From an optimization exercise on the open Yosys and OpenROAD flow, aimed at small area; shortcuts taken in it are not production practice.
Only simulation tests tie the RTL to the original design; equivalence was not proved.
Power and IR drop assume default switching activity.

==> flow/design.v <==
package valu_op_pkg;
  typedef enum logic [2:0] {
    VOP_MUL    = 3'b000,
    VOP_MULA   = 3'b001,
    VOP_MULTAC = 3'b010,
    VOP_ADD    = 3'b011,
    VOP_SUB    = 3'b100,
    VOP_ADDAC  = 3'b101,
    VOP_MTAC   = 3'b110
  } vop_e;
  localparam logic [2:0] VOP_ILLEGAL_CODE = 3'b111;
endpackage
package valu_ctrl_pkg;
  typedef enum logic {
    MODE_FULL = 1'b0,
    MODE_HALF = 1'b1
  } elem_mode_e;
  typedef enum logic [1:0] {
    ADDEND_ZERO  = 2'd0,
    ADDEND_B     = 2'd1,
    ADDEND_ACCUM = 2'd2
  } addend_sel_e;
  typedef struct packed {
    elem_mode_e  mode;
    addend_sel_e addend_sel;
    logic        negate_b;
  } add_ctrl_t;
  typedef struct packed {
    elem_mode_e mode;
    logic       saturate;
    logic       save_to_accum;
  } round_ctrl_t;
endpackage
import valu_op_pkg::*;
module valu_decode (
  input  logic [2:0] in_op,
  output logic       is_mul,
  output logic       add_b,
  output logic       neg_b,
  output logic       use_acc,
  output logic       save
);
  assign is_mul  = (in_op == VOP_MUL) || (in_op == VOP_MULA) || (in_op == VOP_MULTAC);
  assign add_b   = (in_op == VOP_ADD) || (in_op == VOP_SUB);
  assign neg_b   = (in_op == VOP_SUB);
  assign use_acc = (in_op == VOP_MULA) || (in_op == VOP_ADDAC);
  assign save    = (in_op == VOP_MULTAC) || (in_op == VOP_MTAC);
endmodule
module valu_fa (
  input  logic x,
  input  logic y,
  input  logic z,
  output logic s,
  output logic c
);
  assign s = x ^ y ^ z;
  assign c = (x & y) | (x & z) | (y & z);
endmodule
module valu_add (
  input  logic [15:0] a,
  input  logic [15:0] b,
  input  logic        half,
  input  logic        frac,
  input  logic        is_mul,
  input  logic        add_b,
  input  logic        neg_b,
  output logic [17:0] q
);
  logic mul;
  assign mul = is_mul;
  wire n1 = b[7] & ~half;
  wire n2 = a[0] & ~half;
  wire n3 = a[1] & ~half;
  wire n4 = a[2] & ~half;
  wire n5 = a[3] & ~half;
  wire n6 = a[4] & ~half;
  wire n7 = a[5] & ~half;
  wire n8 = a[6] & ~half;
  wire n9 = a[7] & ~half;
  wire n10 = a[8] & ~half;
  wire n11 = a[9] & ~half;
  wire n12 = a[10] & ~half;
  wire n13 = a[11] & ~half;
  wire n14 = a[12] & ~half;
  wire n15 = a[13] & ~half;
  wire n16 = a[14] & ~half;
  wire n17 = a[15] & ~half;
  wire n18 = half ? a[7] : a[8];
  wire n19 = ~half;
  wire n20 = mul ? (b[0] ^ 1'b0) : 1'b1;
  wire n21 = mul & ((b[1] & ~b[0] & ~1'b0) | (~b[1] & b[0] & 1'b0));
  wire n22 = mul & b[1];
  wire n23 = n22 ^ half;
  wire n24 = n22 & ~half;
  wire n25 = ((a[0] & n20) | (1'b0 & n21)) ^ n22;
  wire n26 = ((a[1] & n20) | (a[0] & n21)) ^ n22;
  wire n27 = ((a[2] & n20) | (a[1] & n21)) ^ n22;
  wire n28 = ((a[3] & n20) | (a[2] & n21)) ^ n22;
  wire n29 = ((a[4] & n20) | (a[3] & n21)) ^ n22;
  wire n30 = ((a[5] & n20) | (a[4] & n21)) ^ n22;
  wire n31 = ((a[6] & n20) | (a[5] & n21)) ^ n22;
  wire n32 = ((a[7] & n20) | (a[6] & n21)) ^ n22;
  wire n33 = ((n18 & n20) | (a[7] & n21)) ^ n23;
  wire n34 = ((n11 & n20) | (n10 & n21)) ^ n24;
  wire n35 = ((n12 & n20) | (n11 & n21)) ^ n24;
  wire n36 = ((n13 & n20) | (n12 & n21)) ^ n24;
  wire n37 = ((n14 & n20) | (n13 & n21)) ^ n24;
  wire n38 = ((n15 & n20) | (n14 & n21)) ^ n24;
  wire n39 = ((n16 & n20) | (n15 & n21)) ^ n24;
  wire n40 = ((n17 & n20) | (n16 & n21)) ^ n24;
  wire n41 = ~(((n17 & n20) | (n17 & n21)) ^ n24);
  wire n42 = mul & (b[2] ^ b[1]);
  wire n43 = mul & ((b[3] & ~b[2] & ~b[1]) | (~b[3] & b[2] & b[1]));
  wire n44 = mul & b[3];
  wire n45 = n44 ^ half;
  wire n46 = n44 & ~half;
  wire n47 = ((a[0] & n42) | (1'b0 & n43)) ^ n44;
  wire n48 = ((a[1] & n42) | (a[0] & n43)) ^ n44;
  wire n49 = ((a[2] & n42) | (a[1] & n43)) ^ n44;
  wire n50 = ((a[3] & n42) | (a[2] & n43)) ^ n44;
  wire n51 = ((a[4] & n42) | (a[3] & n43)) ^ n44;
  wire n52 = ((a[5] & n42) | (a[4] & n43)) ^ n44;
  wire n53 = ((a[6] & n42) | (a[5] & n43)) ^ n44;
  wire n54 = ((a[7] & n42) | (a[6] & n43)) ^ n44;
  wire n55 = ((n18 & n42) | (a[7] & n43)) ^ n45;
  wire n56 = ((n11 & n42) | (n10 & n43)) ^ n46;
  wire n57 = ((n12 & n42) | (n11 & n43)) ^ n46;
  wire n58 = ((n13 & n42) | (n12 & n43)) ^ n46;
  wire n59 = ((n14 & n42) | (n13 & n43)) ^ n46;
  wire n60 = ((n15 & n42) | (n14 & n43)) ^ n46;
  wire n61 = ((n16 & n42) | (n15 & n43)) ^ n46;
  wire n62 = ((n17 & n42) | (n16 & n43)) ^ n46;
  wire n63 = ~(((n17 & n42) | (n17 & n43)) ^ n46);
  wire n64 = mul & (b[4] ^ b[3]);
  wire n65 = mul & ((b[5] & ~b[4] & ~b[3]) | (~b[5] & b[4] & b[3]));
  wire n66 = mul & b[5];
  wire n67 = n66 ^ half;
  wire n68 = n66 & ~half;
  wire n69 = ((a[0] & n64) | (1'b0 & n65)) ^ n66;
  wire n70 = ((a[1] & n64) | (a[0] & n65)) ^ n66;
  wire n71 = ((a[2] & n64) | (a[1] & n65)) ^ n66;
  wire n72 = ((a[3] & n64) | (a[2] & n65)) ^ n66;
  wire n73 = ((a[4] & n64) | (a[3] & n65)) ^ n66;
  wire n74 = ((a[5] & n64) | (a[4] & n65)) ^ n66;
  wire n75 = ((a[6] & n64) | (a[5] & n65)) ^ n66;
  wire n76 = ((a[7] & n64) | (a[6] & n65)) ^ n66;
  wire n77 = ((n18 & n64) | (a[7] & n65)) ^ n67;
  wire n78 = ((n11 & n64) | (n10 & n65)) ^ n68;
  wire n79 = ((n12 & n64) | (n11 & n65)) ^ n68;
  wire n80 = ((n13 & n64) | (n12 & n65)) ^ n68;
  wire n81 = ((n14 & n64) | (n13 & n65)) ^ n68;
  wire n82 = ((n15 & n64) | (n14 & n65)) ^ n68;
  wire n83 = ((n16 & n64) | (n15 & n65)) ^ n68;
  wire n84 = ((n17 & n64) | (n16 & n65)) ^ n68;
  wire n85 = ~(((n17 & n64) | (n17 & n65)) ^ n68);
  wire n86 = mul & (b[6] ^ b[5]);
  wire n87 = mul & ((b[7] & ~b[6] & ~b[5]) | (~b[7] & b[6] & b[5]));
  wire n88 = mul & b[7];
  wire n89 = n88 ^ half;
  wire n90 = n88 & ~half;
  wire n91 = ((a[0] & n86) | (1'b0 & n87)) ^ n88;
  wire n92 = ((a[1] & n86) | (a[0] & n87)) ^ n88;
  wire n93 = ((a[2] & n86) | (a[1] & n87)) ^ n88;
  wire n94 = ((a[3] & n86) | (a[2] & n87)) ^ n88;
  wire n95 = ((a[4] & n86) | (a[3] & n87)) ^ n88;
  wire n96 = ((a[5] & n86) | (a[4] & n87)) ^ n88;
  wire n97 = ((a[6] & n86) | (a[5] & n87)) ^ n88;
  wire n98 = ((a[7] & n86) | (a[6] & n87)) ^ n88;
  wire n99 = ((n18 & n86) | (a[7] & n87)) ^ n89;
  wire n100 = ((n11 & n86) | (n10 & n87)) ^ n90;
  wire n101 = ((n12 & n86) | (n11 & n87)) ^ n90;
  wire n102 = ((n13 & n86) | (n12 & n87)) ^ n90;
  wire n103 = ((n14 & n86) | (n13 & n87)) ^ n90;
  wire n104 = ((n15 & n86) | (n14 & n87)) ^ n90;
  wire n105 = ((n16 & n86) | (n15 & n87)) ^ n90;
  wire n106 = ((n17 & n86) | (n16 & n87)) ^ n90;
  wire n107 = ~(((n17 & n86) | (n17 & n87)) ^ n90);
  wire n108 = mul ? (b[8] ^ n1) : half;
  wire n109 = mul & ((b[9] & ~b[8] & ~n1) | (~b[9] & b[8] & n1));
  wire n110 = mul & b[9];
  wire n111 = n110 & ~half;
  wire n112 = n110 & half;
  wire n113 = ((n2 & n108) | (1'b0 & n109)) ^ n111;
  wire n114 = ((n3 & n108) | (n2 & n109)) ^ n111;
  wire n115 = ((n4 & n108) | (n3 & n109)) ^ n111;
  wire n116 = ((n5 & n108) | (n4 & n109)) ^ n111;
  wire n117 = ((n6 & n108) | (n5 & n109)) ^ n111;
  wire n118 = ((n7 & n108) | (n6 & n109)) ^ n111;
  wire n119 = ((n8 & n108) | (n7 & n109)) ^ n111;
  wire n120 = ((n9 & n108) | (n8 & n109)) ^ n111;
  wire n121 = ((a[8] & n108) | (n9 & n109)) ^ n110;
  wire n122 = ((a[9] & n108) | (a[8] & n109)) ^ n110;
  wire n123 = ((a[10] & n108) | (a[9] & n109)) ^ n110;
  wire n124 = ((a[11] & n108) | (a[10] & n109)) ^ n110;
  wire n125 = ((a[12] & n108) | (a[11] & n109)) ^ n110;
  wire n126 = ((a[13] & n108) | (a[12] & n109)) ^ n110;
  wire n127 = ((a[14] & n108) | (a[13] & n109)) ^ n110;
  wire n128 = ((a[15] & n108) | (a[14] & n109)) ^ n110;
  wire n129 = ~(((a[15] & n108) | (a[15] & n109)) ^ n110);
  wire n130 = mul & (b[10] ^ b[9]);
  wire n131 = mul & ((b[11] & ~b[10] & ~b[9]) | (~b[11] & b[10] & b[9]));
  wire n132 = mul & b[11];
  wire n133 = n132 & ~half;
  wire n134 = n132 & half;
  wire n135 = ((n2 & n130) | (1'b0 & n131)) ^ n133;
  wire n136 = ((n3 & n130) | (n2 & n131)) ^ n133;
  wire n137 = ((n4 & n130) | (n3 & n131)) ^ n133;
  wire n138 = ((n5 & n130) | (n4 & n131)) ^ n133;
  wire n139 = ((n6 & n130) | (n5 & n131)) ^ n133;
  wire n140 = ((n7 & n130) | (n6 & n131)) ^ n133;
  wire n141 = ((n8 & n130) | (n7 & n131)) ^ n133;
  wire n142 = ((n9 & n130) | (n8 & n131)) ^ n133;
  wire n143 = ((a[8] & n130) | (n9 & n131)) ^ n132;
  wire n144 = ((a[9] & n130) | (a[8] & n131)) ^ n132;
  wire n145 = ((a[10] & n130) | (a[9] & n131)) ^ n132;
  wire n146 = ((a[11] & n130) | (a[10] & n131)) ^ n132;
  wire n147 = ((a[12] & n130) | (a[11] & n131)) ^ n132;
  wire n148 = ((a[13] & n130) | (a[12] & n131)) ^ n132;
  wire n149 = ((a[14] & n130) | (a[13] & n131)) ^ n132;
  wire n150 = ((a[15] & n130) | (a[14] & n131)) ^ n132;
  wire n151 = ~(((a[15] & n130) | (a[15] & n131)) ^ n132);
  wire n152 = mul & (b[12] ^ b[11]);
  wire n153 = mul & ((b[13] & ~b[12] & ~b[11]) | (~b[13] & b[12] & b[11]));
  wire n154 = mul & b[13];
  wire n155 = n154 & ~half;
  wire n156 = n154 & half;
  wire n157 = ((n2 & n152) | (1'b0 & n153)) ^ n155;
  wire n158 = ((n3 & n152) | (n2 & n153)) ^ n155;
  wire n159 = ((n4 & n152) | (n3 & n153)) ^ n155;
  wire n160 = ((n5 & n152) | (n4 & n153)) ^ n155;
  wire n161 = ((n6 & n152) | (n5 & n153)) ^ n155;
  wire n162 = ((n7 & n152) | (n6 & n153)) ^ n155;
  wire n163 = ((n8 & n152) | (n7 & n153)) ^ n155;
  wire n164 = ((n9 & n152) | (n8 & n153)) ^ n155;
  wire n165 = ((a[8] & n152) | (n9 & n153)) ^ n154;
  wire n166 = ((a[9] & n152) | (a[8] & n153)) ^ n154;
  wire n167 = ((a[10] & n152) | (a[9] & n153)) ^ n154;
  wire n168 = ((a[11] & n152) | (a[10] & n153)) ^ n154;
  wire n169 = ((a[12] & n152) | (a[11] & n153)) ^ n154;
  wire n170 = ((a[13] & n152) | (a[12] & n153)) ^ n154;
  wire n171 = ((a[14] & n152) | (a[13] & n153)) ^ n154;
  wire n172 = ((a[15] & n152) | (a[14] & n153)) ^ n154;
  wire n173 = ~(((a[15] & n152) | (a[15] & n153)) ^ n154);
  wire n174 = mul & (b[14] ^ b[13]);
  wire n175 = mul & ((b[15] & ~b[14] & ~b[13]) | (~b[15] & b[14] & b[13]));
  wire n176 = mul & b[15];
  wire n177 = n176 & ~half;
  wire n178 = n176 & half;
  wire n179 = ((n2 & n174) | (1'b0 & n175)) ^ n177;
  wire n180 = ((n3 & n174) | (n2 & n175)) ^ n177;
  wire n181 = ((n4 & n174) | (n3 & n175)) ^ n177;
  wire n182 = ((n5 & n174) | (n4 & n175)) ^ n177;
  wire n183 = ((n6 & n174) | (n5 & n175)) ^ n177;
  wire n184 = ((n7 & n174) | (n6 & n175)) ^ n177;
  wire n185 = ((n8 & n174) | (n7 & n175)) ^ n177;
  wire n186 = ((n9 & n174) | (n8 & n175)) ^ n177;
  wire n187 = ((a[8] & n174) | (n9 & n175)) ^ n176;
  wire n188 = ((a[9] & n174) | (a[8] & n175)) ^ n176;
  wire n189 = ((a[10] & n174) | (a[9] & n175)) ^ n176;
  wire n190 = ((a[11] & n174) | (a[10] & n175)) ^ n176;
  wire n191 = ((a[12] & n174) | (a[11] & n175)) ^ n176;
  wire n192 = ((a[13] & n174) | (a[12] & n175)) ^ n176;
  wire n193 = ((a[14] & n174) | (a[13] & n175)) ^ n176;
  wire n194 = ((a[15] & n174) | (a[14] & n175)) ^ n176;
  wire n195 = ~(((a[15] & n174) | (a[15] & n175)) ^ n176);
  wire n196 = add_b & (b[0] ^ neg_b);
  wire n197 = add_b & (b[1] ^ neg_b);
  wire n198 = add_b & (b[2] ^ neg_b);
  wire n199 = add_b & (b[3] ^ neg_b);
  wire n200 = add_b & (b[4] ^ neg_b);
  wire n201 = add_b & (b[5] ^ neg_b);
  wire n202 = add_b & (b[6] ^ neg_b);
  wire n203 = add_b & (b[7] ^ neg_b);
  wire n204 = add_b & ((half ? b[7] : b[8]) ^ neg_b);
  wire n205 = add_b & (b[9] ^ neg_b);
  wire n206 = add_b & (b[10] ^ neg_b);
  wire n207 = add_b & (b[11] ^ neg_b);
  wire n208 = add_b & (b[12] ^ neg_b);
  wire n209 = add_b & (b[13] ^ neg_b);
  wire n210 = add_b & (b[14] ^ neg_b);
  wire n211 = add_b & (b[15] ^ neg_b);
  wire n212 = add_b & ((half ? b[8] : b[15]) ^ neg_b);
  wire n213 = add_b & (b[9] ^ neg_b);
  wire n214 = add_b & (b[10] ^ neg_b);
  wire n215 = add_b & (b[11] ^ neg_b);
  wire n216 = add_b & (b[12] ^ neg_b);
  wire n217 = add_b & (b[13] ^ neg_b);
  wire n218 = add_b & (b[14] ^ neg_b);
  wire n219 = add_b & (b[15] ^ neg_b);
  wire n220 = add_b & (b[15] ^ neg_b);
  wire n221 = neg_b & half;
  wire n222, n223;
  valu_fa fa_n222 (.x(neg_b), .y(n22), .z(n25), .s(n222), .c(n223));
  wire n224, n225;
  valu_fa fa_n224 (.x(n26), .y(n223), .z(n197), .s(n224), .c(n225));
  wire n226, n227;
  valu_fa fa_n226 (.x(n44), .y(n27), .z(n47), .s(n226), .c(n227));
  wire n228, n229;
  valu_fa fa_n228 (.x(n226), .y(n198), .z(n225), .s(n228), .c(n229));
  wire n230, n231;
  valu_fa fa_n230 (.x(n28), .y(n48), .z(n227), .s(n230), .c(n231));
  wire n232, n233;
  valu_fa fa_n232 (.x(n199), .y(n230), .z(n229), .s(n232), .c(n233));
  wire n234, n235;
  valu_fa fa_n234 (.x(n66), .y(n29), .z(n49), .s(n234), .c(n235));
  wire n236, n237;
  valu_fa fa_n236 (.x(n69), .y(n234), .z(n200), .s(n236), .c(n237));
  wire n238, n239;
  valu_fa fa_n238 (.x(n231), .y(n236), .z(n233), .s(n238), .c(n239));
  wire n240, n241;
  valu_fa fa_n240 (.x(n30), .y(n50), .z(n70), .s(n240), .c(n241));
  wire n242, n243;
  valu_fa fa_n242 (.x(n235), .y(n240), .z(n201), .s(n242), .c(n243));
  wire n244, n245;
  valu_fa fa_n244 (.x(n237), .y(n242), .z(n239), .s(n244), .c(n245));
  wire n246, n247;
  valu_fa fa_n246 (.x(n88), .y(n31), .z(n51), .s(n246), .c(n247));
  wire n248, n249;
  valu_fa fa_n248 (.x(n71), .y(n91), .z(n241), .s(n248), .c(n249));
  wire n250, n251;
  valu_fa fa_n250 (.x(n246), .y(n202), .z(n248), .s(n250), .c(n251));
  wire n252, n253;
  valu_fa fa_n252 (.x(n243), .y(n250), .z(n245), .s(n252), .c(n253));
  wire n254, n255;
  valu_fa fa_n254 (.x(n32), .y(n52), .z(n72), .s(n254), .c(n255));
  wire n256, n257;
  valu_fa fa_n256 (.x(n92), .y(n247), .z(n254), .s(n256), .c(n257));
  wire n258, n259;
  valu_fa fa_n258 (.x(n203), .y(n249), .z(n256), .s(n258), .c(n259));
  wire n260, n261;
  valu_fa fa_n260 (.x(n251), .y(n258), .z(n253), .s(n260), .c(n261));
  wire n262, n263;
  valu_fa fa_n262 (.x(half), .y(n111), .z(n53), .s(n262), .c(n263));
  wire n264, n265;
  valu_fa fa_n264 (.x(n73), .y(n93), .z(n33), .s(n264), .c(n265));
  wire n266, n267;
  valu_fa fa_n266 (.x(n113), .y(n255), .z(n262), .s(n266), .c(n267));
  wire n268, n269;
  valu_fa fa_n268 (.x(n204), .y(n264), .z(n257), .s(n268), .c(n269));
  wire n270, n271;
  valu_fa fa_n270 (.x(n266), .y(n259), .z(n268), .s(n270), .c(n271));
  wire n272, n273;
  valu_fa fa_n272 (.x(half), .y(n54), .z(n74), .s(n272), .c(n273));
  wire n274, n275;
  valu_fa fa_n274 (.x(n94), .y(n34), .z(n114), .s(n274), .c(n275));
  wire n276, n277;
  valu_fa fa_n276 (.x(n263), .y(n265), .z(n272), .s(n276), .c(n277));
  wire n278, n279;
  valu_fa fa_n278 (.x(n205), .y(n274), .z(n267), .s(n278), .c(n279));
  wire n280, n281;
  valu_fa fa_n280 (.x(n276), .y(n269), .z(n278), .s(n280), .c(n281));
  wire n282, n283;
  valu_fa fa_n282 (.x(n133), .y(n75), .z(n95), .s(n282), .c(n283));
  wire n284, n285;
  valu_fa fa_n284 (.x(n35), .y(n55), .z(n115), .s(n284), .c(n285));
  wire n286, n287;
  valu_fa fa_n286 (.x(n135), .y(n273), .z(n275), .s(n286), .c(n287));
  wire n288, n289;
  valu_fa fa_n288 (.x(n282), .y(n206), .z(n284), .s(n288), .c(n289));
  wire n290, n291;
  valu_fa fa_n290 (.x(n277), .y(n286), .z(n288), .s(n290), .c(n291));
  wire n292, n293;
  valu_fa fa_n292 (.x(n279), .y(n290), .z(n281), .s(n292), .c(n293));
  wire n294, n295;
  valu_fa fa_n294 (.x(half), .y(n76), .z(n96), .s(n294), .c(n295));
  wire n296, n297;
  valu_fa fa_n296 (.x(n36), .y(n56), .z(n116), .s(n296), .c(n297));
  wire n298, n299;
  valu_fa fa_n298 (.x(n136), .y(n283), .z(n285), .s(n298), .c(n299));
  wire n300, n301;
  valu_fa fa_n300 (.x(n294), .y(n207), .z(n296), .s(n300), .c(n301));
  wire n302, n303;
  valu_fa fa_n302 (.x(n287), .y(n289), .z(n298), .s(n302), .c(n303));
  wire n304, n305;
  valu_fa fa_n304 (.x(n300), .y(n291), .z(n302), .s(n304), .c(n305));
  wire n306, n307;
  valu_fa fa_n306 (.x(n155), .y(n97), .z(n37), .s(n306), .c(n307));
  wire n308, n309;
  valu_fa fa_n308 (.x(n57), .y(n77), .z(n117), .s(n308), .c(n309));
  wire n310, n311;
  valu_fa fa_n310 (.x(n137), .y(n157), .z(n295), .s(n310), .c(n311));
  wire n312, n313;
  valu_fa fa_n312 (.x(n297), .y(n208), .z(n306), .s(n312), .c(n313));
  wire n314, n315;
  valu_fa fa_n314 (.x(n308), .y(n299), .z(n310), .s(n314), .c(n315));
  wire n316, n317;
  valu_fa fa_n316 (.x(n301), .y(n312), .z(n303), .s(n316), .c(n317));
  wire n318, n319;
  valu_fa fa_n318 (.x(n314), .y(n305), .z(n316), .s(n318), .c(n319));
  wire n320, n321;
  valu_fa fa_n320 (.x(half), .y(n98), .z(n38), .s(n320), .c(n321));
  wire n322, n323;
  valu_fa fa_n322 (.x(n58), .y(n78), .z(n118), .s(n322), .c(n323));
  wire n324, n325;
  valu_fa fa_n324 (.x(n138), .y(n158), .z(n307), .s(n324), .c(n325));
  wire n326, n327;
  valu_fa fa_n326 (.x(n309), .y(n209), .z(n320), .s(n326), .c(n327));
  wire n328, n329;
  valu_fa fa_n328 (.x(n322), .y(n311), .z(n313), .s(n328), .c(n329));
  wire n330, n331;
  valu_fa fa_n330 (.x(n324), .y(n326), .z(n315), .s(n330), .c(n331));
  wire n332, n333;
  valu_fa fa_n332 (.x(n328), .y(n330), .z(n317), .s(n332), .c(n333));
  wire n334, n335;
  valu_fa fa_n334 (.x(n177), .y(n39), .z(n59), .s(n334), .c(n335));
  wire n336, n337;
  valu_fa fa_n336 (.x(n79), .y(n99), .z(n119), .s(n336), .c(n337));
  wire n338, n339;
  valu_fa fa_n338 (.x(n139), .y(n159), .z(n179), .s(n338), .c(n339));
  wire n340, n341;
  valu_fa fa_n340 (.x(n321), .y(n323), .z(n210), .s(n340), .c(n341));
  wire n342, n343;
  valu_fa fa_n342 (.x(n334), .y(n336), .z(n338), .s(n342), .c(n343));
  wire n344, n345;
  valu_fa fa_n344 (.x(n325), .y(n327), .z(n340), .s(n344), .c(n345));
  wire n346, n347;
  valu_fa fa_n346 (.x(n342), .y(n329), .z(n344), .s(n346), .c(n347));
  wire n348, n349;
  valu_fa fa_n348 (.x(n331), .y(n346), .z(n333), .s(n348), .c(n349));
  wire n350, n351;
  valu_fa fa_n350 (.x(half), .y(n40), .z(n60), .s(n350), .c(n351));
  wire n352 = n351 & ~half;
  wire n353, n354;
  valu_fa fa_n353 (.x(n80), .y(n100), .z(n120), .s(n353), .c(n354));
  wire n355 = n354 & ~half;
  wire n356, n357;
  valu_fa fa_n356 (.x(n140), .y(n160), .z(n180), .s(n356), .c(n357));
  wire n358 = n357 & ~half;
  wire n359, n360;
  valu_fa fa_n359 (.x(n335), .y(n337), .z(n339), .s(n359), .c(n360));
  wire n361 = n360 & ~half;
  wire n362, n363;
  valu_fa fa_n362 (.x(n211), .y(n350), .z(n353), .s(n362), .c(n363));
  wire n364 = n363 & ~half;
  wire n365, n366;
  valu_fa fa_n365 (.x(n356), .y(n341), .z(n343), .s(n365), .c(n366));
  wire n367 = n366 & ~half;
  wire n368, n369;
  valu_fa fa_n368 (.x(n359), .y(n362), .z(n345), .s(n368), .c(n369));
  wire n370 = n369 & ~half;
  wire n371, n372;
  valu_fa fa_n371 (.x(n365), .y(n347), .z(n368), .s(n371), .c(n372));
  wire n373 = n372 & ~half;
  wire n374 = ~(n221 ^ n112);
  wire n375 = n221 | n112;
  wire n376, n377;
  valu_fa fa_n376 (.x(n41), .y(n61), .z(n81), .s(n376), .c(n377));
  wire n378, n379;
  valu_fa fa_n378 (.x(n101), .y(n121), .z(n141), .s(n378), .c(n379));
  wire n380, n381;
  valu_fa fa_n380 (.x(n161), .y(n181), .z(n374), .s(n380), .c(n381));
  wire n382, n383;
  valu_fa fa_n382 (.x(n212), .y(n376), .z(n378), .s(n382), .c(n383));
  wire n384, n385;
  valu_fa fa_n384 (.x(n380), .y(n352), .z(n355), .s(n384), .c(n385));
  wire n386, n387;
  valu_fa fa_n386 (.x(n358), .y(n382), .z(n361), .s(n386), .c(n387));
  wire n388, n389;
  valu_fa fa_n388 (.x(n364), .y(n384), .z(n386), .s(n388), .c(n389));
  wire n390, n391;
  valu_fa fa_n390 (.x(n367), .y(n388), .z(n370), .s(n390), .c(n391));
  wire n392 = ~(n122 ^ n375);
  wire n393 = n122 | n375;
  wire n394, n395;
  valu_fa fa_n394 (.x(n62), .y(n82), .z(n102), .s(n394), .c(n395));
  wire n396, n397;
  valu_fa fa_n396 (.x(n142), .y(n162), .z(n182), .s(n396), .c(n397));
  wire n398, n399;
  valu_fa fa_n398 (.x(n377), .y(n379), .z(n381), .s(n398), .c(n399));
  wire n400, n401;
  valu_fa fa_n400 (.x(n392), .y(n213), .z(n394), .s(n400), .c(n401));
  wire n402, n403;
  valu_fa fa_n402 (.x(n396), .y(n383), .z(n398), .s(n402), .c(n403));
  wire n404, n405;
  valu_fa fa_n404 (.x(n400), .y(n385), .z(n402), .s(n404), .c(n405));
  wire n406, n407;
  valu_fa fa_n406 (.x(n387), .y(n404), .z(n389), .s(n406), .c(n407));
  wire n408, n409;
  valu_fa fa_n408 (.x(n134), .y(n123), .z(n63), .s(n408), .c(n409));
  wire n410, n411;
  valu_fa fa_n410 (.x(n83), .y(n103), .z(n143), .s(n410), .c(n411));
  wire n412, n413;
  valu_fa fa_n412 (.x(n163), .y(n183), .z(n393), .s(n412), .c(n413));
  wire n414, n415;
  valu_fa fa_n414 (.x(n395), .y(n397), .z(n214), .s(n414), .c(n415));
  wire n416, n417;
  valu_fa fa_n416 (.x(n408), .y(n410), .z(n399), .s(n416), .c(n417));
  wire n418, n419;
  valu_fa fa_n418 (.x(n412), .y(n401), .z(n414), .s(n418), .c(n419));
  wire n420, n421;
  valu_fa fa_n420 (.x(n403), .y(n416), .z(n418), .s(n420), .c(n421));
  wire n422, n423;
  valu_fa fa_n422 (.x(n405), .y(n420), .z(n407), .s(n422), .c(n423));
  wire n424 = ~(n124 ^ n144);
  wire n425 = n124 | n144;
  wire n426, n427;
  valu_fa fa_n426 (.x(n84), .y(n104), .z(n164), .s(n426), .c(n427));
  wire n428, n429;
  valu_fa fa_n428 (.x(n184), .y(n409), .z(n411), .s(n428), .c(n429));
  wire n430, n431;
  valu_fa fa_n430 (.x(n424), .y(n215), .z(n426), .s(n430), .c(n431));
  wire n432, n433;
  valu_fa fa_n432 (.x(n413), .y(n415), .z(n428), .s(n432), .c(n433));
  wire n434, n435;
  valu_fa fa_n434 (.x(n430), .y(n417), .z(n419), .s(n434), .c(n435));
  wire n436, n437;
  valu_fa fa_n436 (.x(n432), .y(n421), .z(n434), .s(n436), .c(n437));
  wire n438, n439;
  valu_fa fa_n438 (.x(n156), .y(n125), .z(n145), .s(n438), .c(n439));
  wire n440, n441;
  valu_fa fa_n440 (.x(n85), .y(n105), .z(n165), .s(n440), .c(n441));
  wire n442, n443;
  valu_fa fa_n442 (.x(n185), .y(n425), .z(n427), .s(n442), .c(n443));
  wire n444, n445;
  valu_fa fa_n444 (.x(n438), .y(n216), .z(n440), .s(n444), .c(n445));
  wire n446, n447;
  valu_fa fa_n446 (.x(n429), .y(n431), .z(n442), .s(n446), .c(n447));
  wire n448, n449;
  valu_fa fa_n448 (.x(n444), .y(n433), .z(n446), .s(n448), .c(n449));
  wire n450, n451;
  valu_fa fa_n450 (.x(n435), .y(n448), .z(n437), .s(n450), .c(n451));
  wire n452 = ~(n126 ^ n146);
  wire n453 = n126 | n146;
  wire n454, n455;
  valu_fa fa_n454 (.x(n166), .y(n106), .z(n186), .s(n454), .c(n455));
  wire n456, n457;
  valu_fa fa_n456 (.x(n439), .y(n441), .z(n452), .s(n456), .c(n457));
  wire n458, n459;
  valu_fa fa_n458 (.x(n217), .y(n454), .z(n443), .s(n458), .c(n459));
  wire n460, n461;
  valu_fa fa_n460 (.x(n445), .y(n456), .z(n447), .s(n460), .c(n461));
  wire n462, n463;
  valu_fa fa_n462 (.x(n458), .y(n449), .z(n460), .s(n462), .c(n463));
  wire n464, n465;
  valu_fa fa_n464 (.x(n178), .y(n127), .z(n147), .s(n464), .c(n465));
  wire n466, n467;
  valu_fa fa_n466 (.x(n167), .y(n107), .z(n187), .s(n466), .c(n467));
  wire n468, n469;
  valu_fa fa_n468 (.x(n453), .y(n455), .z(n464), .s(n468), .c(n469));
  wire n470, n471;
  valu_fa fa_n470 (.x(n218), .y(n466), .z(n457), .s(n470), .c(n471));
  wire n472, n473;
  valu_fa fa_n472 (.x(n468), .y(n459), .z(n470), .s(n472), .c(n473));
  wire n474, n475;
  valu_fa fa_n474 (.x(n461), .y(n472), .z(n463), .s(n474), .c(n475));
  wire n476 = ~(n128 ^ n148);
  wire n477 = n128 | n148;
  wire n478, n479;
  valu_fa fa_n478 (.x(n168), .y(n188), .z(n465), .s(n478), .c(n479));
  wire n480, n481;
  valu_fa fa_n480 (.x(n467), .y(n476), .z(n219), .s(n480), .c(n481));
  wire n482, n483;
  valu_fa fa_n482 (.x(n469), .y(n478), .z(n480), .s(n482), .c(n483));
  wire n484, n485;
  valu_fa fa_n484 (.x(n471), .y(n482), .z(n473), .s(n484), .c(n485));
  wire n486, n487;
  valu_fa fa_n486 (.x(n129), .y(n149), .z(n169), .s(n486), .c(n487));
  wire n488, n489;
  valu_fa fa_n488 (.x(n189), .y(n477), .z(n486), .s(n488), .c(n489));
  wire n490, n491;
  valu_fa fa_n490 (.x(n220), .y(n479), .z(n481), .s(n490), .c(n491));
  wire n492, n493;
  valu_fa fa_n492 (.x(n488), .y(n483), .z(n490), .s(n492), .c(n493));
  wire n494 = ~(n150 ^ n170);
  wire n495 = n150 | n170;
  wire n496, n497;
  valu_fa fa_n496 (.x(n190), .y(n487), .z(n494), .s(n496), .c(n497));
  wire n498, n499;
  valu_fa fa_n498 (.x(n489), .y(n496), .z(n491), .s(n498), .c(n499));
  wire n500, n501;
  valu_fa fa_n500 (.x(n151), .y(n171), .z(n191), .s(n500), .c(n501));
  wire n502, n503;
  valu_fa fa_n502 (.x(n495), .y(n500), .z(n497), .s(n502), .c(n503));
  wire n504 = ~(n172 ^ n192);
  wire n505 = n172 | n192;
  wire n506, n507;
  valu_fa fa_n506 (.x(n501), .y(n504), .z(n503), .s(n506), .c(n507));
  wire n508, n509;
  valu_fa fa_n508 (.x(n173), .y(n193), .z(n505), .s(n508), .c(n509));
  wire n510 = ~(n194 ^ n509);
  wire n511 = n194 | n509;
  wire n512 = n196 ^ n222;
  wire n513 = n196 & n222;
  wire n514 = n224 ^ n513;
  wire n515 = n224 & n513;
  wire n516 = n228 ^ n515;
  wire n517 = n228 & n515;
  wire n518 = n232 ^ n517;
  wire n519 = n232 & n517;
  wire n520 = n238 ^ n519;
  wire n521 = n238 & n519;
  wire n522 = n244 ^ n521;
  wire n523 = n244 & n521;
  wire n524 = n252 & 1'b0;
  wire n525 = n252 ^ 1'b0;
  wire n526 = n260 & 1'b0;
  wire n527 = n260 ^ 1'b0;
  wire n528 = n261 & n270;
  wire n529 = n261 ^ n270;
  wire n530 = n271 & n280;
  wire n531 = n271 ^ n280;
  wire n532 = n292 & 1'b0;
  wire n533 = n292 ^ 1'b0;
  wire n534 = n293 & n304;
  wire n535 = n293 ^ n304;
  wire n536 = n318 & 1'b0;
  wire n537 = n318 ^ 1'b0;
  wire n538 = n319 & n332;
  wire n539 = n319 ^ n332;
  wire n540 = n348 & 1'b0;
  wire n541 = n348 ^ 1'b0;
  wire n542 = n349 & n371;
  wire n543 = n349 ^ n371;
  wire n544 = n542 & ~half;
  wire n545 = n543 & ~half;
  wire n546 = n373 & n390;
  wire n547 = n373 ^ n390;
  wire n548 = n391 & n406;
  wire n549 = n391 ^ n406;
  wire n550 = n422 & 1'b0;
  wire n551 = n422 ^ 1'b0;
  wire n552 = n423 & n436;
  wire n553 = n423 ^ n436;
  wire n554 = n450 & 1'b0;
  wire n555 = n450 ^ 1'b0;
  wire n556 = n451 & n462;
  wire n557 = n451 ^ n462;
  wire n558 = n474 & 1'b0;
  wire n559 = n474 ^ 1'b0;
  wire n560 = n475 & n484;
  wire n561 = n475 ^ n484;
  wire n562 = n485 & n492;
  wire n563 = n485 ^ n492;
  wire n564 = n493 & n498;
  wire n565 = n493 ^ n498;
  wire n566 = n499 & n502;
  wire n567 = n499 ^ n502;
  wire n568 = n506 & 1'b0;
  wire n569 = n506 ^ 1'b0;
  wire n570 = n507 & n508;
  wire n571 = n507 ^ n508;
  wire n572 = n510 & 1'b0;
  wire n573 = n510 ^ 1'b0;
  wire n574 = n195 & n511;
  wire n575 = n195 ^ n511;
  wire n576 = 1'b1 & 1'b0;
  wire n577 = 1'b1 ^ 1'b0;
  wire n578 = n524 | (n525 & n523);
  wire n579 = n526 | (n527 & n578);
  wire n580 = n527 & n525;
  wire n581 = n530 | (n531 & n528);
  wire n582 = n531 & n529;
  wire n583 = n534 | (n535 & n532);
  wire n584 = n535 & n533;
  wire n585 = n538 | (n539 & n536);
  wire n586 = n539 & n537;
  wire n587 = n544 | (n545 & n540);
  wire n588 = n545 & n541;
  wire n589 = n548 | (n549 & n546);
  wire n590 = n549 & n547;
  wire n591 = n552 | (n553 & n550);
  wire n592 = n553 & n551;
  wire n593 = n556 | (n557 & n554);
  wire n594 = n557 & n555;
  wire n595 = n560 | (n561 & n558);
  wire n596 = n561 & n559;
  wire n597 = n564 | (n565 & n562);
  wire n598 = n565 & n563;
  wire n599 = n568 | (n569 & n566);
  wire n600 = n569 & n567;
  wire n601 = n572 | (n573 & n570);
  wire n602 = n573 & n571;
  wire n603 = n576 | (n577 & n574);
  wire n604 = n577 & n575;
  wire n605 = n528 | (n529 & n579);
  wire n606 = n529 & n580;
  wire n607 = n581 | (n582 & n579);
  wire n608 = n582 & n580;
  wire n609 = n536 | (n537 & n583);
  wire n610 = n537 & n584;
  wire n611 = n585 | (n586 & n583);
  wire n612 = n586 & n584;
  wire n613 = n546 | (n547 & n587);
  wire n614 = n547 & n588;
  wire n615 = n589 | (n590 & n587);
  wire n616 = n590 & n588;
  wire n617 = n554 | (n555 & n591);
  wire n618 = n555 & n592;
  wire n619 = n593 | (n594 & n591);
  wire n620 = n594 & n592;
  wire n621 = n562 | (n563 & n595);
  wire n622 = n563 & n596;
  wire n623 = n597 | (n598 & n595);
  wire n624 = n598 & n596;
  wire n625 = n570 | (n571 & n599);
  wire n626 = n571 & n600;
  wire n627 = n601 | (n602 & n599);
  wire n628 = n602 & n600;
  wire n629 = n532 | (n533 & n607);
  wire n630 = n533 & n608;
  wire n631 = n583 | (n584 & n607);
  wire n632 = n584 & n608;
  wire n633 = n609 | (n610 & n607);
  wire n634 = n610 & n608;
  wire n635 = n611 | (n612 & n607);
  wire n636 = n612 & n608;
  wire n637 = n550 | (n551 & n615);
  wire n638 = n551 & n616;
  wire n639 = n591 | (n592 & n615);
  wire n640 = n592 & n616;
  wire n641 = n617 | (n618 & n615);
  wire n642 = n618 & n616;
  wire n643 = n619 | (n620 & n615);
  wire n644 = n620 & n616;
  wire n645 = n566 | (n567 & n623);
  wire n646 = n567 & n624;
  wire n647 = n599 | (n600 & n623);
  wire n648 = n600 & n624;
  wire n649 = n625 | (n626 & n623);
  wire n650 = n626 & n624;
  wire n651 = n627 | (n628 & n623);
  wire n652 = n628 & n624;
  wire n653 = n540 | (n541 & n635);
  wire n654 = n541 & n636;
  wire n655 = n587 | (n588 & n635);
  wire n656 = n588 & n636;
  wire n657 = n613 | (n614 & n635);
  wire n658 = n614 & n636;
  wire n659 = n615 | (n616 & n635);
  wire n660 = n616 & n636;
  wire n661 = n637 | (n638 & n635);
  wire n662 = n638 & n636;
  wire n663 = n639 | (n640 & n635);
  wire n664 = n640 & n636;
  wire n665 = n641 | (n642 & n635);
  wire n666 = n642 & n636;
  wire n667 = n643 | (n644 & n635);
  wire n668 = n644 & n636;
  wire n669 = n574 | (n575 & n651);
  wire n670 = n575 & n652;
  wire n671 = n603 | (n604 & n651);
  wire n672 = n604 & n652;
  wire n673 = n558 | (n559 & n667);
  wire n674 = n559 & n668;
  wire n675 = n595 | (n596 & n667);
  wire n676 = n596 & n668;
  wire n677 = n621 | (n622 & n667);
  wire n678 = n622 & n668;
  wire n679 = n623 | (n624 & n667);
  wire n680 = n624 & n668;
  wire n681 = n645 | (n646 & n667);
  wire n682 = n646 & n668;
  wire n683 = n647 | (n648 & n667);
  wire n684 = n648 & n668;
  wire n685 = n649 | (n650 & n667);
  wire n686 = n650 & n668;
  wire n687 = n651 | (n652 & n667);
  wire n688 = n652 & n668;
  wire n689 = n669 | (n670 & n667);
  wire n690 = n670 & n668;
  wire n691 = n671 | (n672 & n667);
  wire n692 = n672 & n668;
  wire n693 = n525 ^ n523;
  wire n694 = n527 ^ n578;
  wire n695 = n529 ^ n579;
  wire n696 = n531 ^ n605;
  wire n697 = n533 ^ n607;
  wire n698 = n535 ^ n629;
  wire n699 = n537 ^ n631;
  wire n700 = n539 ^ n633;
  wire n701 = n541 ^ n635;
  wire n702 = n543 ^ n653;
  wire n703 = n547 ^ n655;
  wire n704 = n549 ^ n657;
  wire n705 = n551 ^ n659;
  wire n706 = n553 ^ n661;
  wire n707 = n555 ^ n663;
  wire n708 = n557 ^ n665;
  wire n709 = n559 ^ n667;
  wire n710 = n561 ^ n673;
  wire n711 = n563 ^ n675;
  wire n712 = n565 ^ n677;
  wire n713 = n567 ^ n679;
  wire n714 = n569 ^ n681;
  wire n715 = n571 ^ n683;
  wire n716 = n573 ^ n685;
  wire n717 = n575 ^ n687;
  wire n718 = n577 ^ n689;
  logic [31:0] p;
  assign p = {n718, n717, n716, n715, n714, n713, n712, n711, n710, n709, n708, n707, n706, n705, n704, n703, n702, n701, n700, n699, n698, n697, n696, n695, n694, n693, n522, n520, n518, n516, n514, n512};
  logic shift;
  assign shift = is_mul && frac;
  always_comb begin
    for (int k = 0; k < 8; k++) begin
      if (shift) q[k] = half ? p[7+k] : p[15+k];
      else       q[k] = p[k];
      if (shift)     q[9+k] = p[23+k];
      else if (half) q[9+k] = p[16+k];
      else           q[9+k] = p[8+k];
    end
    if (!half)      q[8] = 1'b1;
    else if (shift) q[8] = p[15];
    else            q[8] = p[8];
    if (is_mul)     q[17] = p[31];
    else if (half)  q[17] = p[24];
    else            q[17] = p[16];
  end
endmodule
module valu_round (
  input  logic [17:0] q,
  input  logic [15:0] acc,
  input  logic        use_acc,
  input  logic        half,
  input  logic        frac,
  output logic [15:0] r
);
  logic [17:0] d;
  logic [17:0] s;
  logic [18:0] c;
  logic        sat_hi, sat_lo;
  assign d = {acc[15], acc[15:8], half & acc[7], acc[7:0]} & {18{use_acc}};
  assign c[0] = 1'b0;
  assign s[0] = q[0] ^ d[0];
  assign c[1] = q[0] & d[0];
  for (genvar i = 1; i < 18; i++) begin : g_bit
    if (i == 8) begin : g_top
      assign s[i] = q[i] ^ d[i] ^ c[i];
    end else begin : g_fa
      valu_fa valu_fa_i (.x(q[i]), .y(d[i]), .z(c[i]), .s(s[i]), .c(c[i+1]));
    end
  end
  logic [7:0] gg, pp;
  logic [3:0] g2, p2;
  logic [1:0] g4;
  assign gg = q[7:0] & d[7:0];
  assign pp = q[7:0] | d[7:0];
  for (genvar k = 0; k < 4; k++) begin : g_la2
    assign g2[k] = gg[2*k+1] | (pp[2*k+1] & gg[2*k]);
    assign p2[k] = pp[2*k+1] & pp[2*k];
  end
  assign g4[0] = g2[1] | (p2[1] & g2[0]);
  assign g4[1] = g2[3] | (p2[3] & g2[2]);
  assign c[9]  = ~half & (g4[1] | (p2[3] & p2[2] & g4[0]));
  assign sat_hi = frac && (s[17] != s[16]);
  assign sat_lo = frac && (s[8] != s[7]);
  always_comb begin
    r[15:8] = sat_hi ? {s[17], {7{~s[17]}}} : s[16:9];
    if (half) r[7:0] = sat_lo ? {s[8], {7{~s[8]}}} : s[7:0];
    else      r[7:0] = sat_hi ? {8{~s[17]}} : s[7:0];
  end
endmodule
import valu_op_pkg::*;
module valu_top (
  input  logic                   clk,
  input  logic                   reset,
  input  logic                   in_valid,
  input  valu_op_pkg::vop_e      in_op,
  input  logic                   in_frac,
  input  logic                   in_half,
  input  logic [(4 * 16)-1:0] in_a,
  input  logic [(4 * 16)-1:0] in_b,
  output logic                   result_valid,
  output logic [(4 * 16)-1:0] result
);
  logic [63:0]     a0, b0;
  logic            frac0, half0;
  logic            is_mul, add_b, neg_b, use_acc, save;
  logic            mul0, add_b0, neg_b0, use_acc0, save0;
  logic [4*18-1:0] q_next, q1;
  logic [63:0]     r_next, r2;
  logic [63:0]     acc;
  logic            acc_set;
  logic            v0, v1, v2;
  logic            frac1, half1, acc1, save1;
  valu_decode valu_decode_i (.in_op, .is_mul, .add_b, .neg_b, .use_acc, .save);
  for (genvar l = 0; l < 4; l++) begin : g_lane
    valu_add valu_add_i (
      .a(a0[16*l +: 16]), .b(b0[16*l +: 16]), .half(half0), .frac(frac0),
      .is_mul(mul0), .add_b(add_b0), .neg_b(neg_b0), .q(q_next[18*l +: 18])
    );
    valu_round valu_round_i (
      .q(q1[18*l +: 18]), .acc(acc[16*l +: 16]), .use_acc(acc1 && acc_set), .half(half1),
      .frac(frac1),
      .r(r_next[16*l +: 16])
    );
  end
  always_ff @(posedge clk or posedge reset) begin
    if (reset) begin
      v0           <= 1'b0;
      v1           <= 1'b0;
      v2           <= 1'b0;
      result_valid <= 1'b0;
      acc_set      <= 1'b0;
    end else begin
      v0           <= in_valid;
      v1           <= v0;
      v2           <= v1;
      result_valid <= v2;
      if (v1 && save1) acc_set <= 1'b1;
    end
  end
  always_ff @(posedge clk) begin
    if (v1 && save1) acc <= r_next;
  end
  always_ff @(posedge clk) begin
    a0     <= in_a;
    b0     <= in_b;
    mul0     <= is_mul;
    add_b0   <= add_b;
    neg_b0   <= neg_b;
    use_acc0 <= use_acc;
    save0    <= save;
    frac0  <= in_frac;
    half0  <= in_half;
    q1     <= q_next;
    frac1  <= frac0;
    half1  <= half0;
    acc1   <= use_acc0;
    save1  <= save0;
    r2     <= r_next;
    result <= r2;
  end
endmodule
==> flow/flow/run.sh <==
#!/bin/bash
# The standard layout with the standard synthesis unchanged, with two changes:
#  - the port buffers are plain buf_1 cells (buffer_ports otherwise picks a delay-buffer cell)
#  - clock tree synthesis adds no dummy loads at the clock tree leaves
# The make output (every tool's log is also kept under orfs/logs) goes to standard.log.
set -euo pipefail
bash standard.sh \
  BUFFER_PORTS_ARGS="-buffer_cell sky130_fd_sc_hd__buf_1" \
  CTS_ARGS="-sink_clustering_enable -repair_clock_nets -dont_use_dummy_load -sink_clustering_size 16 -sink_clustering_max_diameter 60 -buf_list sky130_fd_sc_hd__clkbuf_8" \
  finish > standard.log 2>&1
==> flow/standard.sh <==
#!/bin/bash
# synth_recipe.tcl (not shown) runs the flow's synth.tcl, then flattens the netlist and writes it again
# the make line also repeats each setting of config.mk as NAME=value (left out here)
make -C /OpenROAD-flow-scripts/flow DESIGN_CONFIG=/design/flow/config.mk WORK_HOME=/design/flow/orfs CLKGATE_MAP_FILE= SYNTH_SCRIPT=/design/flow/synth_recipe.tcl "${@:-finish}"
==> flow/config.mk <==
export PLATFORM = sky130hd
export DESIGN_NAME = valu_top
export DESIGN_NICKNAME = valu_top
export VERILOG_FILES = /design/flow/design.v
export SDC_FILE = /design/flow/constraint.sdc
export NUM_CORES = 4
export LEC_CHECK = 0
export ABC_AREA = 0
export CAP_MARGIN = 20
export CORE_MARGIN = 2
export CORE_UTILIZATION = 40
export SLEW_MARGIN = 20
export SYNTH_HIERARCHICAL = 1
==> flow/constraint.sdc <==
create_clock -name core_clock -period 7.0 [get_ports {clk}]
set_input_delay 1.4000 -clock core_clock [delete_from_list [all_inputs] [get_ports {clk}]]
set_output_delay 1.4000 -clock core_clock [all_outputs]
set_load 0.01 [all_outputs]
==> impl_metrics.toml, run 1 <==
[sta]
max_slew_margin_pct = 36.2
fin_skew_ns = 0.145
final-hold-violation-count = 0
finalMaxSlewViolations = 0
period_share_pct = 96.2
layout_min_cycle_time_ns = 6.74
finalSetupViolCount = 0
fmax_ghz = 0.148
worstMarginPinSlew_ns = 0.958
rsz0062_at_grt = "false"

[worst_setup_path]
cpPeakStageDelay_ns = 0.48
cpMostUsedCell = "fa_2"
worstSetupStartpoint = "acc_set"
cp.arrival_ns = 7.23
critPathKind = "reg -> reg"
crit_chain = "and2_4 -> and2_1 -> ha_1 -> maj3_1 -> a221o_1 -> a22oi_2 -> o32ai_2 -> fa_2 -> fa_1 -> fa_1 -> fa_2 -> fa_2 -> fa_2 -> fa_1 -> fa_2 -> fa_2 -> and3_1 -> o31ai_4 -> o31a_1"
required_ns = 7.49
crit-reg2reg-capture = "acc[4]"
slowest_stage = "fa_2"
cp-start-kind = "register"
path_buf_inv = 0
worst-r2r-setup-slack_ns = 0.26
r2r-start = "acc_set"
cp-end-kind = "register"
cp_top_family = "adder cells"
crit_fanout = 8
r2r_cells = 19

[grt]
grt_usage_pct = 22.7
grt-busiest-layer = "met2"
global_route.usage.met2_pct = 35.3
grt_max_degree = 87
antenna_found_initial = 5
use_met3_pct = 4.00
grt_util_met1_pct = 32.3
grt-ovfl-total = 0
grt_pass1_wl_um = 196000
grt_pass1_vias = 33400

[synthesis]
ys_seq_area_share_pct = 20.6
ys.flop_type = "dfxtp_1"
synth.cell_area_um2 = 42900
synth_seq_cells = 408
synthArstFlopShare_pct = 1.23
syn_inst = 4322
syn-num-nets = 5214
yosys_warnings = 9
synth_edf_count = 64
synth_cell_types = 70
syn_area_per_cell_um2 = 9.93

[power]
leakage_nw = 19.6
peakVddDrop_mv = 0.282
power_mw = 19.7
power.density_nw_per_um2 = 420

[route]
drt-total-wl_um = 126000
drtAntennaViolNets = 0
wl_per_cell_um = 21.5
drc = 0
first_iter_violations = 2952
dr.pass1.iters = 6
vias = 32800
vias_per_cell = 5.58

[floorplanning]
fp.dieH_um = 332
start_util_pct = 40.2
die_area_um2 = 110000
io_pins = 201
row_count = 120
dieWidth_um = 332
core_area_um2 = 107000

[job]
maxCapViolations = 0

[cells_and_area]
nets = 5359
final_area_um2 = 46900
layout-drive-gt1-share_pct = 9.27
nFillCells = 10300
area_growth_pct = 9.20
finalNonFillerCells = 5870

[clocking]
cts_made_buffers = 44
htreeDepth = 2
numClockSinks = 408
clk_pin_slew_ns = 0.10
root_buffer = "clkbuf_8"
cts_tree = "yes"
cts_buffer_depth = 3
cts_hold_buf = 0
insertion_delay_ns = 0.76

[worst_hold_path]
hold_path_depth = 0
hold_end = "result[32]"
min_path_type = "reg -> reg"
hp-start = "r2[32]"

[outcome]
status = "finished clean"

[place]
place_inst = 5812
place_area_um2 = 46000
place_congestion = 0.956
io_buffers = 200
hpwl_um = 97400
==> cell families after synthesis <==
| kind of cell | synth area share [%] |
|---|---|
| simple gates | 11.3 |
| compound gates | 16.3 |
| fa+ha+maj | 32.6 |
| xor+xnor | 13.8 |
| buf+inv | 4.44 |
| flops | 20.6 |
| mux | 0.933 |
==> sequential cells by signal (all words and copies together), names as in the netlist, 64 cells and up <==
register	count
r2	64
a0	64
q1	72
acc	64
result	64
b0	64
==> cell type report <==
cell class              instances  area, um2  area share [%]
clock buffers                  44        606            1.29
multi-input cells            3437      32400            69.0
inverters                     125        469            1.00
repair buffers                451       2840            6.06
diodes                          2       5.00          0.0107
well taps                    1403       1760            3.75
flip-flops and latches        408       8850            18.9
==> worst max-delay path by stage <==
| stage | to | slack, ns | depth (start not counted) |
|---|---|---|---|
| after floorplan | q1[17] | 0.005 | 20 |
| after global placement | acc[20] | -0.06 | 18 |
| after detailed placement | acc[21] | -0.1 | 19 |
| after CTS | acc[54] | 0.0005 | 20 |
| after global routing | acc[6] | 0.001 | 19 |
| final | acc[4] | 0.26 | 19 |
==> layout by cell type, fill, tap and decap left out, types with 9 or more instances in the layout <==
cell,count
a31oi_1,16
nand3_1,28
buf_1,200
inv_1,109
nor2_1,379
clkbuf_8,44
xor2_1,292
nand2_1,233
mux2i_1,40
and3_1,9
nor2b_1,65
a211oi_1,17
o21a_1,12
o21bai_1,9
a22oi_1,464
nor3_1,20
nand3b_1,32
o31a_1,32
fa_1,581
a21oi_1,100
ha_1,156
a22o_1,40
inv_2,12
fa_2,19
a21o_1,53
buf_4,234
and2_1,152
edfxtp_1,64
and4_1,12
xnor2_1,376
o21ai_0,116
buf_12,16
o31ai_1,16
dfxtp_1,334
==> timing repair <==
action | 4_1_cts | 5_1_grt
pin swaps | 6 | 7
endpoints found under the setup margin | 59 | 146
gates resized for setup | 10 | 31
buffers inserted | 2 | 10
==> through the flow <==
stage                     utilization [%]  TNS (ns)  worst slack (ns)  hold WS (ns)
after floorplan                         -         0           0.00491         0.310
after global placement               43.1    -0.417           -0.0569         0.312
after detailed placement             43.1     -1.45           -0.0997         0.312
after CTS                            43.7         0          0.000508         0.285
after global routing                 43.9         0           0.00133         0.264
final                                43.9         0             0.263         0.279
==> per-layer routing <==
| metal | up-vias | wire length, um | part of all wire (%) |
|---|---|---|---|
| met2 | 1309 | 56200 | 45 |
| met1 | 16300 | 56600 | 45 |
| met4 | 4 | 3620 | 2.9 |
| met5 | - | 21 | 0.017 |
| li1 | 15000 | - | - |
| met3 | 216 | 9540 | 7.6 |
==> per-module statistics from Yosys, one instance, submodules excluded <==
| module | area (um2) | copies in the design | cells inside |
|---|---|---|---|
| valu_fa | 20.0 | 596 | 1 |
| valu_add | 4980 | 4 | 744 |
| valu_top | 8860 | 1 | 412 |
| valu_round | 541 | 4 | 83 |
| valu_decode | 43.8 | 1 | 6 |
==> power by group <==
| group | switching (mW) | leakage (nW) | internal [mW] |
|---|---|---|---|
| combinational | 8.19 | 15.8 | 6.39 |
| clock | 0.814 | 0.316 | 0.555 |
| sequential | 0.474 | 3.50 | 3.27 |
==> worst reg2reg max path, cell delays in order, from the launching register on <==
cell and delay, ns:
dfrtp_1 0.39, and2_4 0.18, and2_1 0.15, ha_1 0.22, maj3_1 0.36, a221o_1 0.33
a22oi_2 0.18, o32ai_2 0.12, fa_2 0.39, fa_1 0.42, fa_1 0.43, fa_2 0.39
fa_2 0.38, fa_2 0.37, fa_1 0.42, fa_2 0.38, fa_2 0.48, and3_1 0.23
o31ai_4 0.39, o31a_1 0.24
==> cells in the mapped netlist (16+ instances only) <==
library cell  count  area (um2)
a211oi_1         20         150
a21o_1           53         398
a21oi_1         101         505
a22o_1           40         350
a22oi_1         468        3510
a31oi_1          16         100
and2_1          154         963
buf_1            72         270
buf_2            68         340
clkbuf_1        208         781
dfxtp_1         339        6790
edfxtp_1         64        1920
fa_1            600       12000
ha_1            156        1950
inv_1           109         409
mux2i_1          40         400
nand2_1         233         875
nand3_1          28         140
nand3b_1         32         240
nor2_1          380        1430
nor2b_1          65         407
nor3_1           20         100
o21ai_0         116         581
o31a_1           32         280
o31ai_1          16         120
xnor2_1         376        3290
xor2_1          292        2560
==> run 2: changes to the inputs <==
--- a/flow/config.mk
+++ b/flow/config.mk
@@ -5,7 +5,7 @@
 export SDC_FILE = /design/flow/constraint.sdc
 export NUM_CORES = 4
 export LEC_CHECK = 0
-export ABC_AREA = 0
+export ABC_AREA = 1
 export CAP_MARGIN = 20
 export CORE_MARGIN = 2
 export CORE_UTILIZATION = 40
==> run 2 against run 1 <==
Clock power rose by 6%. Worst hold slack improved by 0.014 ns. Register-to-register slack improved by 0.03 ns. Cell area fell by 4.6%. Count of clock-buffer cells in the layout rose by 5. Routed wire length fell by 1.8%. Cell count rose by 5.8%. First-iteration DRC count fell by 2.9%. Combinational power fell by 5%. Fmax rose by 0.45%. Die area fell by 2.8%. Critical endpoint is now q1[52]. Critical path depth rose by 6.
==> impl_metrics.toml, run 2 <==
[outcome]
status = "finished clean"

[floorplanning]
core_area_um2 = 103000
row_count = 118
dieWidth_um = 327
fp.dieH_um = 327
io_pins = 201
start_util_pct = 40.3
die_area_um2 = 107000

[sta]
finalMaxSlewViolations = 0
final-hold-violation-count = 0
rsz0062_at_grt = "false"
fin_skew_ns = 0.118
tns_ns = 0
fmax_ghz = 0.149
finalSetupViolCount = 0
max_slew_margin_pct = 44.1
period_share_pct = 95.8
worstMarginPinSlew_ns = 0.838
layout_min_cycle_time_ns = 6.71

[route]
drt-total-wl_um = 124000
first_iter_violations = 2865
dr.pass1.iters = 6
drc = 0
drtAntennaViolNets = 0
vias = 33200
vias_per_cell = 5.34
wl_per_cell_um = 19.9

[cells_and_area]
final_common_cell = "nand2_1"
final_area_um2 = 44700
top_register = "q1"
multiInputGateArea_um2 = 29800
area_growth_pct = 7.19
most-common-layout-cells = "nand2_1, fa_1, xor2_1"
layout-drive-gt1-share_pct = 8.28
largest_reg_flops = 72
nFillCells = 10300
regArea_um2 = 8850
nets = 5726

[clocking]
numClockSinks = 408
cts_made_buffers = 49
cts_buffer_depth = 3
cts_tree = "yes"
cts_hold_buf = 0
htreeDepth = 2
insertion_delay_ns = 0.76
root_buffer = "clkbuf_8"
clk_pin_slew_ns = 0.10

[power]
leakage_nw = 21.9
peakVddDrop_mv = 0.273
power.density_nw_per_um2 = 423

[worst_setup_path]
cpPeakStageDelay_ns = 0.56
required_ns = 7.53
cp.arrival_ns = 7.23
cpMostUsedCell = "fa_1"
cp_top_family = "adder cells"
cp-end-kind = "register"
cp-start-kind = "register"
path_buf_inv = 1
crit_fanout = 14
critPathKind = "reg -> reg"
slowest_stage = "dfxtp_4"

[synthesis]
synthMuxAreaShare_pct = 0
syn_inst = 4646
synth_edf_count = 64
yosys.area_share.adder_pct = 33.5
synth_top_area_share_pct = 28.8
syn_area_per_cell_um2 = 8.98
yosys.area.top_type = "fa_1"
synth_cell_types = 42
ys.flop_type = "dfxtp_1"
synth_top_family_by_area = "adder cells"
synth_seq_cells = 408
yosysMostFrequentCell = "nand2_1"
synthSimpleGateAreaFrac_pct = 13.1
synthArstFlopShare_pct = 1.23
syn-num-nets = 5538
synth-xor-area-share_pct = 12.2
yosys_warnings = 9
synth.cell_area_um2 = 41700
synthTopCellsByCount = "nand2_1, fa_1, xor2_1"
synth_area_leaders = "fa_1, dfxtp_1, xor2_1"
ys_seq_area_share_pct = 21.2
synth-compound-area-share_pct = 12.6

[grt]
grt_util_met1_pct = 32.5
grt_usage_pct = 23.1
grt_max_degree = 63
grt_pass1_vias = 33600
grt_pass1_wl_um = 194000
grt-ovfl-total = 0
global_route.usage.met2_pct = 36.3
antenna_found_initial = 4
use_met3_pct = 3.44
grt-busiest-layer = "met2"

[place]
place_congestion = 0.971
hpwl_um = 100000
io_buffers = 200
place_area_um2 = 44000

[job]
maxCapViolations = 0

[worst_hold_path]
min_path_type = "reg -> reg"
-- run 2: cell types whose count changed in the layout (fill, tap and decap cells not counted), sizes merged, moves of 65 or more --
| cell | change |
|---|---|
| o21ai | +76 |
| nand2 | +592 |
| and2 | -154 |
| nand3 | +125 |
| inv | +447 |
| a22oi | -464 |
| buf | -154 |
| xor2 | +248 |
| nor2 | -153 |
| a21oi | +88 |
| o22ai | +460 |
| nor2b | -65 |
| xnor2 | -340 |
-- run 2: final cells by class --
type	count	area share, %
antenna	1	0.00560
sequential	408	19.8
inverter	584	4.92
tap	1380	3.86
timing repair buffer	297	3.38
clock buffer	49	1.51
multi-input combinational	3494	66.5
-- run 2: metal layers --
| layer | share of wire [%] | vias to the layer above |
|---|---|---|
| li1 | - | 15500 |
| met5 | 0.011 | - |
| met1 | 45 | 16000 |
| met3 | 6.8 | 266 |
| met4 | 4.2 | 2 |
| met2 | 44 | 1397 |
-- run 2: final timing paths --
path	cells past startpoint	to	from	slack [ns]
max in group asynchronous	2	acc_set	reset	6.21
max	25	q1[52]	mul0	0.29
min in group asynchronous	2	result_valid	reset	0.56
min reg2reg	0	result[32]	r2[32]	0.29
max reg2reg	25	q1[52]	mul0	0.29
min	0	result[32]	r2[32]	0.29
-- run 2: per-stage QoR --
step,std cells,hold slack [ns],util (%),setup WS [ns],total power [mW]
floorplan,4646,0.310,-,0.425,13.9
global route,6213,0.295,43.2,0.0116,21.1
CTS,6211,0.297,43.2,0.177,19.1
finish,6213,0.294,43.2,0.293,18.9
detailed placement,6162,0.312,42.5,0.308,17.5
global placement,6162,0.311,42.5,0.358,17.3
-- run 2: timing repair --
| action | CTS | global route |
|---|---|---|
| setup endpoints to repair | 0 | 13 |
| resized for setup | 0 | 6 |
| setup buffers | 0 | 1 |
-- run 2: power breakdown --
group / internal, mW / switching, mW / total (mW) / leakage, nW
registers: 3.28 / 0.391 / 3.67 / 3.50
clock network: 0.614 / 0.837 / 1.45 / 0.352
logic: 5.46 / 8.34 / 13.8 / 18.1
-- run 2: Yosys stat by module, one instance, submodules excluded --
module / flip-flops and latches / cells inside / copies in the design
valu_fa: 0 / 1 / 596
valu_decode: 0 / 11 / 1
valu_add: 0 / 755 / 4
valu_top: 408 / 415 / 1
valu_round: 0 / 151 / 4
-- run 2: kinds of logic after synthesis --
kind of cell / after synthesis
xor+xnor: 580
fa+ha+maj: 756
buf+inv: 744
compound gates: 897
simple gates: 1261
flops: 408

==> afterwards: timing with drivers on the ports <==
No port has a modelled driver above. Below, the same layouts with a new extraction and two added sets of constraints.
Step 1 sets driving cells, clkbuf_16 on the clock port and buf_2 on the other inputs (assumed; they add their load-dependent delay and slew).
Step 2 moves the port delays by t, midway between the first and last clock arrival at a register: inputs arrive t later, outputs are due t later. That takes back most of the time a late clock gives input paths.
Three values: ideal, step 1, step 2; two values: the first two.
| run | t (ns) | setup WS [ns] | hold slack, ns | worst register clock-pin slew, ns | worst slew at a driven data input, ns |
|---|---|---|---|---|---|
| run 1 | 0.756 | 0.263 / 0.263 / 0.263 | 0.279 / 0.279 / 0.279 | 0.10 / 0.10 | 0.05 |
| run 2 | 0.763 | 0.293 / 0.293 / 0.293 | 0.294 / 0.294 / 0.294 | 0.10 / 0.10 | 0.10 |
After both steps every run listed still meets setup and hold.
